Context: an optimization exercise on an open-source flow, tuned for small area, a short achievable clock period and few clock cycles per item. The choices shown serve that exercise and are no tape-out recipe.

Setup of run C:
==> flow/design.v (excerpt) <==
module polar_decoder
(
    input  wire                  clk,
    input  wire                  rst_n,
    input  wire                  module_en,
    input  wire  [192-1:0]  rdata,
    output logic [11-1:0]  raddr,
    output logic [6-1:0]  waddr,
    output logic [16-1:0]  wdata,
    output logic                 wen,
    output logic                 proc_done
);
    polar_pkg::msg_t  message;
    logic [4:0]       a_k;
    logic             llr_cycle;
    logic             a_right;
    logic             b_right;
    frame_sequencer u_seq (
        .clk       (clk),
        .rst_n     (rst_n),
        .module_en (module_en),
        .rdata     (rdata),
        .raddr     (raddr),
        .llr_cycle (llr_cycle),
        .a_k       (a_k),
        .a_right   (a_right),
        .b_right   (b_right),
        .message   (message),
        .waddr     (waddr),
        .wdata     (wdata),
        .wen       (wen),
        .proc_done (proc_done)
    );
    sc_controller u_ctrl (
        .clk       (clk),
        .rdata     (rdata),
        .llr_cycle (llr_cycle),
        .a_k       (a_k),
        .a_right   (a_right),
        .b_right   (b_right),
        .message   (message)
    );
endmodule
Size in the first run: ~770 flip-flops, ~230 I/O pins.
==> module pe_g_pre, before the edit <==
module pe_g_pre #(parameter int W = 12, parameter bit FAST = 1)
(
    input  wire [W:0]   a,
    input  wire [W:0]   b,
    output logic [W:0]  sum,
    output logic [W:0]  dif,         
    output logic        b_ge,        
    output logic        eq           
);
    logic [W:0] d1;
    if (FAST) begin : g_fast
        logic [W:0] d2;
        pfx_add #(.W(W+1)) u_s  (.x({1'b0, b[W-1:0]}), .y({1'b0, a[W-1:0]}), .cin(1'b0), .s(sum));
        pfx_add #(.W(W+1)) u_d1 (.x({1'b0, b[W-1:0]}), .y(~{1'b0, a[W-1:0]}), .cin(1'b1), .s(d1));
        pfx_add #(.W(W+1)) u_d2 (.x({1'b0, a[W-1:0]}), .y(~{1'b0, b[W-1:0]}), .cin(1'b1), .s(d2));
        assign dif = d1[W] ? d2 : d1;
    end else begin : g_slow
        logic [W:0] below;
        assign sum = {1'b0, b[W-1:0]} + {1'b0, a[W-1:0]};
        assign d1  = {1'b0, b[W-1:0]} - {1'b0, a[W-1:0]};
        always_comb begin
            below[0] = 1'b0;
            for (int j = 1; j <= W; j++) begin
                below[j] = below[j-1] | d1[j-1];
            end
        end
        assign dif = d1 ^ ({(W+1){d1[W]}} & below);
    end
    assign b_ge = ~d1[W];
    assign eq   = (a[W-1:0] == b[W-1:0]);
endmodule
export LEC_CHECK = 0
export ABC_AREA = 1
export CAP_MARGIN = 20
export CORE_MARGIN = 2
export CORE_UTILIZATION = 55
export SETUP_SLACK_MARGIN = 3.5
export SLEW_MARGIN = 20
export TNS_END_PERCENT = 100
create_clock -name core_clock -period 10.0 [get_ports {clk}]
run.sh (not shown) runs the stock make flow with config.mk's settings and CLKGATE_MAP_FILE= SYNTH_SCRIPT=/design/flow/synth_recipe.tcl, a recipe that flattens the netlist after the stock synthesis.
Run C did not stop at any stage, and its layout met the timing, DRC and antenna checks.
The inputs of run D differ from those of run C as listed below.
--- a/flow/design.v
+++ b/flow/design.v
@@ -83,27 +83,24 @@
     output logic        b_ge,        
     output logic        eq           
 );
     logic [W:0] d1;
+    logic [W:0] below;       
     if (FAST) begin : g_fast
-        logic [W:0] d2;
         pfx_add #(.W(W+1)) u_s  (.x({1'b0, b[W-1:0]}), .y({1'b0, a[W-1:0]}), .cin(1'b0), .s(sum));
         pfx_add #(.W(W+1)) u_d1 (.x({1'b0, b[W-1:0]}), .y(~{1'b0, a[W-1:0]}), .cin(1'b1), .s(d1));
-        pfx_add #(.W(W+1)) u_d2 (.x({1'b0, a[W-1:0]}), .y(~{1'b0, b[W-1:0]}), .cin(1'b1), .s(d2));
-        assign dif = d1[W] ? d2 : d1;
     end else begin : g_slow
-        logic [W:0] below;
         assign sum = {1'b0, b[W-1:0]} + {1'b0, a[W-1:0]};
         assign d1  = {1'b0, b[W-1:0]} - {1'b0, a[W-1:0]};
-        always_comb begin
-            below[0] = 1'b0;
-            for (int j = 1; j <= W; j++) begin
-                below[j] = below[j-1] | d1[j-1];
-            end
+    end
+    always_comb begin
+        below[0] = 1'b0;
+        for (int j = 1; j <= W; j++) begin
+            below[j] = below[j-1] | d1[j-1];
         end
-        assign dif = d1 ^ ({(W+1){d1[W]}} & below);
     end
     assign b_ge = ~d1[W];
+    assign dif  = d1 ^ ({(W+1){d1[W]}} & below);
     assign eq   = (a[W-1:0] == b[W-1:0]);
 endmodule
 module pe_g_sel #(parameter int W = 12)
 (
--- outcome ---
Run D vs run C — worst path setup slack after routing dropped 0.052 ns. The final reports for run D and run C show number of tap instances lower in the former. Standard cell area after detailed placement ended up about 4% lower on run D than on run C. Total instance count after detailed placement: run D vs run C down 814. Cell count after synthesis: lower on run D.
No functional check of the RTL was part of any run of this note.

==> static timing again, ports no longer ideal <==
Ports are ideal in the flow. The routed layouts listed here were re-timed in OpenROAD. Step 1 sets driving cells, clkbuf_16 on the clock port and buf_2 on the other inputs (assumed; they add their load-dependent delay and slew). Step 2 adds t to the input delays and takes it off the output delays; t is the mean of the earliest and latest rising clock arrival at the registers after step 1. Input paths then give back, and output paths get back, about the clock's delay inside the block. Three values: ideal, step 1, step 2; two values: the first two.
| run | shift t [ns] | setup WS [ns] | hold slack, ns | latest minus earliest clock arrival (ns) | cell pins on the clock port's net |
|---|---|---|---|---|---|
| run C | 0.740 | 3.776 / 3.776 / 3.492 | 0.298 / 0.298 / 0.298 | 0.059 / 0.059 | 1 |
| run D | 0.728 | 3.724 / 3.724 / 3.126 | 0.301 / 0.301 / 0.301 | 0.031 / 0.031 | 1 |
After both steps every run listed still meets setup and hold. The setup slack of run D, which loses most, moves by 0.000 ns with the drivers and by -0.598 ns with both steps.
